This is an optimization exercise on Yosys and OpenROAD, whose aim is small area, a short achievable clock period and few clock cycles, not a production implementation.
Function was checked by simulation only, so behaviour that the tests miss may differ from the original.

==> flow/design.v <==
`timescale 1ns/1ps
`default_nettype none
module md_slow_top (
	input  logic        clk_i,
	input  logic        rst_ni,
	input  logic        mult_en_i,
	input  logic        div_en_i,
	input  logic [1:0]  operator_i,
	input  logic [1:0]  signed_mode_i,
	input  logic [31:0] op_a_i,
	input  logic [31:0] op_b_i,
	output logic [31:0] result_o,
	output logic        valid_o
);
	localparam logic [2:0] S_IDLE = 3'd0;
	localparam logic [2:0] S_PREP = 3'd1;
	localparam logic [2:0] S_ITER = 3'd2;
	localparam logic [2:0] S_DONE = 3'd3;
	localparam logic [2:0] S_FIX  = 3'd4;
	logic [2:0]  st_q, st_d;
	logic [4:0]  cnt_q, cnt_d;
	logic [35:0] r_q, r_d;      
	logic [31:0] l_q, l_d;      
	logic [32:0] d_q;           
	logic [11:0] x_q, x_d;      
	logic [7:0]  bs_q, bs_d;    
	logic [4:0]  asel_q, asel_d;  
	logic        outl_q, outl_d;  
	logic        sa_q;          
	logic        sb_q;          
	logic [1:0]  op_q;          
	logic en;
	logic is_div;
	logic is_mulh;
	assign en      = mult_en_i | div_en_i;
	assign is_div  = operator_i[1];
	assign is_mulh = (operator_i == 2'd1);
	logic is_div_q, is_mulh_q;
	assign is_div_q  = op_q[1];
	assign is_mulh_q = (op_q == 2'd1);
	logic        sign_a, sign_b;
	logic [31:0] xa, xb;
	logic        b_zero;
	assign sign_a = op_a_i[31] & signed_mode_i[0];
	assign sign_b = op_b_i[31] & signed_mode_i[1];
	assign xa     = op_a_i ^ {32{sign_a}};
	assign xb     = op_b_i ^ {32{sign_b}};
	assign b_zero = (op_b_i == 32'd0);
	logic [31:0] a_xs, b_xs;
	logic [3:0]  c0a, c0b, c0;
	logic        swap;
	assign a_xs = op_a_i ^ {32{op_a_i[31]}};
	assign b_xs = op_b_i ^ {32{op_b_i[31]}};
	always_comb begin
		c0a = 4'd7;
		c0b = 4'd7;
		for (int c = 6; c >= 0; c--) begin
			if ((a_xs >> (4*c+3)) == 32'd0) c0a = 4'(c);
			if ((b_xs >> (4*c+3)) == 32'd0) c0b = 4'(c);
		end
	end
	assign swap = (operator_i == 2'd0) & (c0a < c0b);
	assign c0   = swap ? c0a : c0b;
	always_ff @(posedge clk_i) begin
		d_q  <= is_div ? {1'b0, xb} : (swap ? {1'b0, op_b_i} : {sign_a, op_a_i});
		sa_q <= sign_a;
		sb_q <= sign_b;
	end
	function automatic logic [5:0] msbpos(input logic [31:0] x);
		logic [15:0] v2;
		logic [7:0]  v3;
		logic [3:0]  v4;
		logic [1:0]  v5;
		logic [15:0] p1;
		logic [15:0] p2;
		logic [11:0] p3;
		logic [7:0]  p4;
		logic [4:0]  p5;
		for (int i = 0; i < 16; i++) begin
			v2[i] = x[2*i+1] | x[2*i];
			p1[i] = x[2*i+1];
		end
		for (int i = 0; i < 8; i++) begin
			v3[i] = v2[2*i+1] | v2[2*i];
			p2[2*i +: 2] = v2[2*i+1] ? {1'b1, p1[2*i+1]} : {1'b0, p1[2*i]};
		end
		for (int i = 0; i < 4; i++) begin
			v4[i] = v3[2*i+1] | v3[2*i];
			p3[3*i +: 3] = v3[2*i+1] ? {1'b1, p2[4*i+2 +: 2]} : {1'b0, p2[4*i +: 2]};
		end
		for (int i = 0; i < 2; i++) begin
			v5[i] = v4[2*i+1] | v4[2*i];
			p4[4*i +: 4] = v4[2*i+1] ? {1'b1, p3[6*i+3 +: 3]} : {1'b0, p3[6*i +: 3]};
		end
		p5 = v5[1] ? {1'b1, p4[7:4]} : {1'b0, p4[3:0]};
		msbpos = {v5[1] | v5[0], p5};
	endfunction
	logic [5:0] pa, pb;
	logic [5:0] pdiff;
	logic       q_zero;
	assign pa     = msbpos(xa);
	assign pb     = msbpos(xb);
	assign pdiff  = {1'b0, pb[4:0]} - {1'b0, pa[4:0]};
	assign q_zero = pb[5] & (~pa[5] ? ({4'd0, sign_a} <= pb[4:0]) :
			(~pdiff[5] & (pdiff[4:0] > {4'd0, sign_a})));
	function automatic logic [2:0] booth_enc(input logic [2:0] b);
		logic one, two, neg;
		one = b[1] ^ b[0];
		two = (b[2] & ~b[1] & ~b[0]) | (~b[2] & b[1] & b[0]);
		neg = b[2] & ~(b[1] & b[0]);
		booth_enc = {neg, two, one};
	endfunction
	function automatic logic [35:0] booth_pp(input logic [32:0] a, input logic [2:0] s);
		logic [35:0] sel;
		sel = s[0] ? {{3{a[32]}}, a} : (s[1] ? {{2{a[32]}}, a, 1'b0} : 36'd0);
		booth_pp = s[2] ? ~sel : sel;
	endfunction
	logic [7:0]  bs;
	assign bs = bs_q;
	logic [35:0] pp_hi, pp_lo, acc_in, row1, cs_s, cs_c, mul_sum;
	logic [36:0] mul_sum_x;
	logic        neg_hi, cin;
	assign pp_hi  = booth_pp(d_q, bs[6:4]);
	assign pp_lo  = booth_pp(d_q, bs[3:1]);
	assign neg_hi = bs[6];
	assign cin    = bs[6] | bs[7];
	always_comb begin
		acc_in = ({36{asel_q[0]}} & {r_q[31:0], 4'd0})
		       | ({36{asel_q[1]}} & {{4{r_q[35]}}, r_q[35:4]})
		       | ({36{asel_q[2]}} & {r_q[34:0], l_q[31]})
		       | ({36{asel_q[3]}} & (r_q ^ {36{sa_q}}))
		       | ({36{asel_q[4]}} & {4'hf, ~l_q});
	end
	assign row1      = {pp_hi[33:0], neg_hi, bs[0]};
	assign cs_s      = acc_in ^ row1 ^ pp_lo;
	assign cs_c      = (acc_in & row1) | (acc_in & pp_lo) | (row1 & pp_lo);
	assign mul_sum_x = {cs_s, 1'b1} + {cs_c[34:0], neg_hi, cin};
	assign mul_sum   = mul_sum_x[36:1];
	logic qb, fix;
	assign qb  = ~mul_sum[35];
	assign fix = op_q[0] | (sa_q ^ sb_q);
	logic [36:0] bx;
	logic [4:0]  chunk_d;
	logic [4:0]  nidx;
	logic        plus1_d;
	assign bx = {{4{sign_b}}, (swap ? op_a_i : op_b_i), 1'b0};
	always_comb begin
		if (st_q == S_IDLE) nidx = is_mulh ? 5'd0 : {1'b0, c0};
		else                nidx = is_mulh_q ? cnt_q + 5'd1 : cnt_q - 5'd1;
		chunk_d = 5'd0;
		for (int c = 0; c < 9; c++) begin
			if (nidx == 5'(c)) chunk_d = bx[4*c +: 5];
		end
		plus1_d = 1'b0;
		bs_d = {plus1_d, booth_enc(chunk_d[4:2]), booth_enc(chunk_d[2:0]), 1'b0};
		bs_d[0] = bs_d[3];
		if (is_div) begin
			if (st_q == S_ITER && cnt_q == 5'd0) begin
				if (op_q[0]) bs_d = {sa_q, 3'b000, mul_sum[35] & sa_q, 1'b0, mul_sum[35],
						mul_sum[35] & (sa_q ^ sb_q)};
				else         bs_d = 8'b10000000;
			end else if (st_q == S_ITER) begin
				bs_d = {4'b0000, ~mul_sum[35], 2'b01, ~mul_sum[35] ^ sb_q};
			end else begin
				bs_d = {4'b0000, 3'b101, ~sign_b};
			end
		end
	end
	logic [6:0]  len_diff;
	logic [4:0]  j0;
	logic [31:0] rot, rmask, abs_a;
	logic [4:0]  rsh;
	logic [5:0] a_len, b_len;
	assign a_len    = (x_q[11] ? {1'b0, x_q[10:6]} + 6'd1 : 6'd0) + {5'd0, sa_q};
	assign b_len    = x_q[5] ? {1'b0, x_q[4:0]} + 6'd1 : 6'd0;
	assign len_diff = {1'b0, a_len} - {1'b0, b_len};
	assign j0       = len_diff[5] ? 5'd31 : len_diff[4:0];
	assign rsh      = j0;
	assign abs_a    = (r_q[31:0] ^ {32{sa_q}}) + {31'd0, sa_q};
	always_comb begin
		rot = {abs_a[0], abs_a[31:1]};
		if (rsh[0]) rot = {rot[0], rot[31:1]};
		if (rsh[1]) rot = {rot[1:0], rot[31:2]};
		if (rsh[2]) rot = {rot[3:0], rot[31:4]};
		if (rsh[3]) rot = {rot[7:0], rot[31:8]};
		if (rsh[4]) rot = {rot[15:0], rot[31:16]};
		for (int i = 0; i < 32; i++) begin
			rmask[i] = (6'(i) < (6'd31 - {1'b0, rsh}));
		end
	end
	logic fix_done;
	assign fix_done = (st_q == S_FIX) & op_q[0] & ~r_q[35] & ~sa_q;
	always_comb begin
		st_d   = st_q;
		cnt_d  = cnt_q;
		r_d    = r_q;
		l_d    = l_q;
		x_d    = x_q;
		outl_d = outl_q;
		if (en) begin
			case (st_q)
				S_IDLE: begin
					if (!is_div) begin
						r_d    = '0;
						outl_d = 1'b0;
						cnt_d  = is_mulh ? 5'd0 : {1'b0, c0};
						st_d   = S_ITER;
					end else begin
						r_d    = {4'd0, op_a_i};
						l_d    = {32{b_zero}};
						x_d    = {pa, pb};
						outl_d = ~operator_i[0];
						st_d   = (b_zero | q_zero) ? S_DONE : S_PREP;
					end
				end
				S_PREP: begin
					r_d   = {4'd0, rot & rmask};
					l_d   = rot & ~rmask;
					cnt_d = j0;
					st_d  = S_ITER;
				end
				S_ITER: begin
					r_d = mul_sum;
					if (!is_div_q) begin
						if (is_mulh_q) begin
							cnt_d = cnt_q + 5'd1;
							if (cnt_q == 5'd8) st_d = S_DONE;
						end else begin
							cnt_d = cnt_q - 5'd1;
							if (cnt_q == 5'd0) st_d = S_DONE;
						end
					end else begin
						l_d   = {l_q[30:0], qb};
						cnt_d = cnt_q - 5'd1;
						if (cnt_q == 5'd0) begin
							st_d   = fix ? S_FIX : S_DONE;
							outl_d = ~op_q[0] & ~fix;
						end
					end
				end
				S_FIX: begin
					outl_d = 1'b0;
					if (fix_done) begin
						st_d = S_IDLE;
					end else begin
						r_d  = mul_sum;
						st_d = S_DONE;
					end
				end
				default: begin
					st_d = S_IDLE;
				end
			endcase
		end
	end
	always_comb begin
		case (st_q)
			S_IDLE:  asel_d = {3'b000, is_mulh, ~is_div & ~is_mulh};
			S_PREP:  asel_d = 5'b00100;
			S_ITER:  asel_d = (is_div_q && cnt_q == 5'd0) ? (op_q[0] ? 5'b01000 : 5'b10000) : asel_q;
			default: asel_d = asel_q;
		endcase
	end
	always_ff @(posedge clk_i or negedge rst_ni) begin
		if (!rst_ni) begin
			st_q <= S_IDLE;
		end else begin
			st_q <= st_d;
		end
	end
	always_ff @(posedge clk_i) begin
		cnt_q  <= cnt_d;
		r_q    <= r_d;
		l_q    <= l_d;
		x_q    <= x_d;
		outl_q <= outl_d;
		if (en && st_q == S_IDLE) op_q <= operator_i;
		if (en) asel_q <= asel_d;
		if (en) bs_q <= bs_d;
	end
	assign result_o = outl_q ? l_q : r_q[31:0];
	assign valid_o  = (st_q == S_DONE) | fix_done;
endmodule
`default_nettype wire
clock: 8.0 ns
lec_check: 0
abc_area: 1
cap_margin: 20
core_margin: 2
core_utilization: 45
setup_slack_margin: 2.5
slew_margin: 20
run.sh (not shown) runs the stock make flow with config.mk's settings and CLKGATE_MAP_FILE= SYNTH_SCRIPT=/design/flow/synth_recipe.tcl, a recipe that flattens the netlist after the stock synthesis.
Testbench counts at the start, summed over its fixed seeds: cycles 19,363.
Then changed:
--- a/flow/design.v
+++ b/flow/design.v
@@ -188,8 +188,6 @@
 			rmask[i] = (6'(i) < (6'd31 - {1'b0, rsh}));
 		end
 	end
-	logic fix_done;
-	assign fix_done = (st_q == S_FIX) & op_q[0] & ~r_q[35] & ~sa_q;
 	always_comb begin
 		st_d   = st_q;
 		cnt_d  = cnt_q;
@@ -239,13 +237,9 @@
 					end
 				end
 				S_FIX: begin
+					r_d    = mul_sum;
 					outl_d = 1'b0;
-					if (fix_done) begin
-						st_d = S_IDLE;
-					end else begin
-						r_d  = mul_sum;
-						st_d = S_DONE;
-					end
+					st_d   = S_DONE;
 				end
 				default: begin
 					st_d = S_IDLE;
@@ -279,6 +273,6 @@
 		if (en) bs_q <= bs_d;
 	end
 	assign result_o = outl_q ? l_q : r_q[31:0];
-	assign valid_o  = (st_q == S_DONE) | fix_done;
+	assign valid_o  = (st_q == S_DONE);
 endmodule
 `default_nettype wire
Outcome:
- routed wire length increases by 4.8%
- non-clock buffer count decreases by 14
- register-to-register slack loses 0.13 ns
- setup slack gains 0.048 ns
- worst hold slack loses 0.018 ns
- first-iteration DRC count increases by 22%
- sequential cell count does not change
Testbench counts after the change, summed over its fixed seeds: cycles 19,450.

what the ideal ports hide:
How much do the figures lean on ideal ports? The routed layouts below were timed once more, with nothing changed but the port constraints.
Step 1, drivers: a clkbuf_16 drives clk_i and a buf_2 each remaining input, both assumed.
Step 2 times the ports against the registers' clock, not the clock port: input delays grow and output delays shrink by t, the midpoint of the rising clock arrivals with the driver on.
Three values: ideal, step 1, step 2; two values: the first two.
run	t, ns	setup WS [ns]	clock arrival spread, ns	worst register clock-pin slew, ns
the first run	0.504	2.655 / 2.681 / 2.177	0.015 / 0.015	0.07 / 0.07
the second run	0.496	2.702 / 2.702 / 2.251	0.016 / 0.015	0.07 / 0.07
After both steps every run listed still meets setup and hold. For the first run, which loses most, drivers alone change the setup slack by +0.026 ns; drivers and shift together by -0.478 ns.
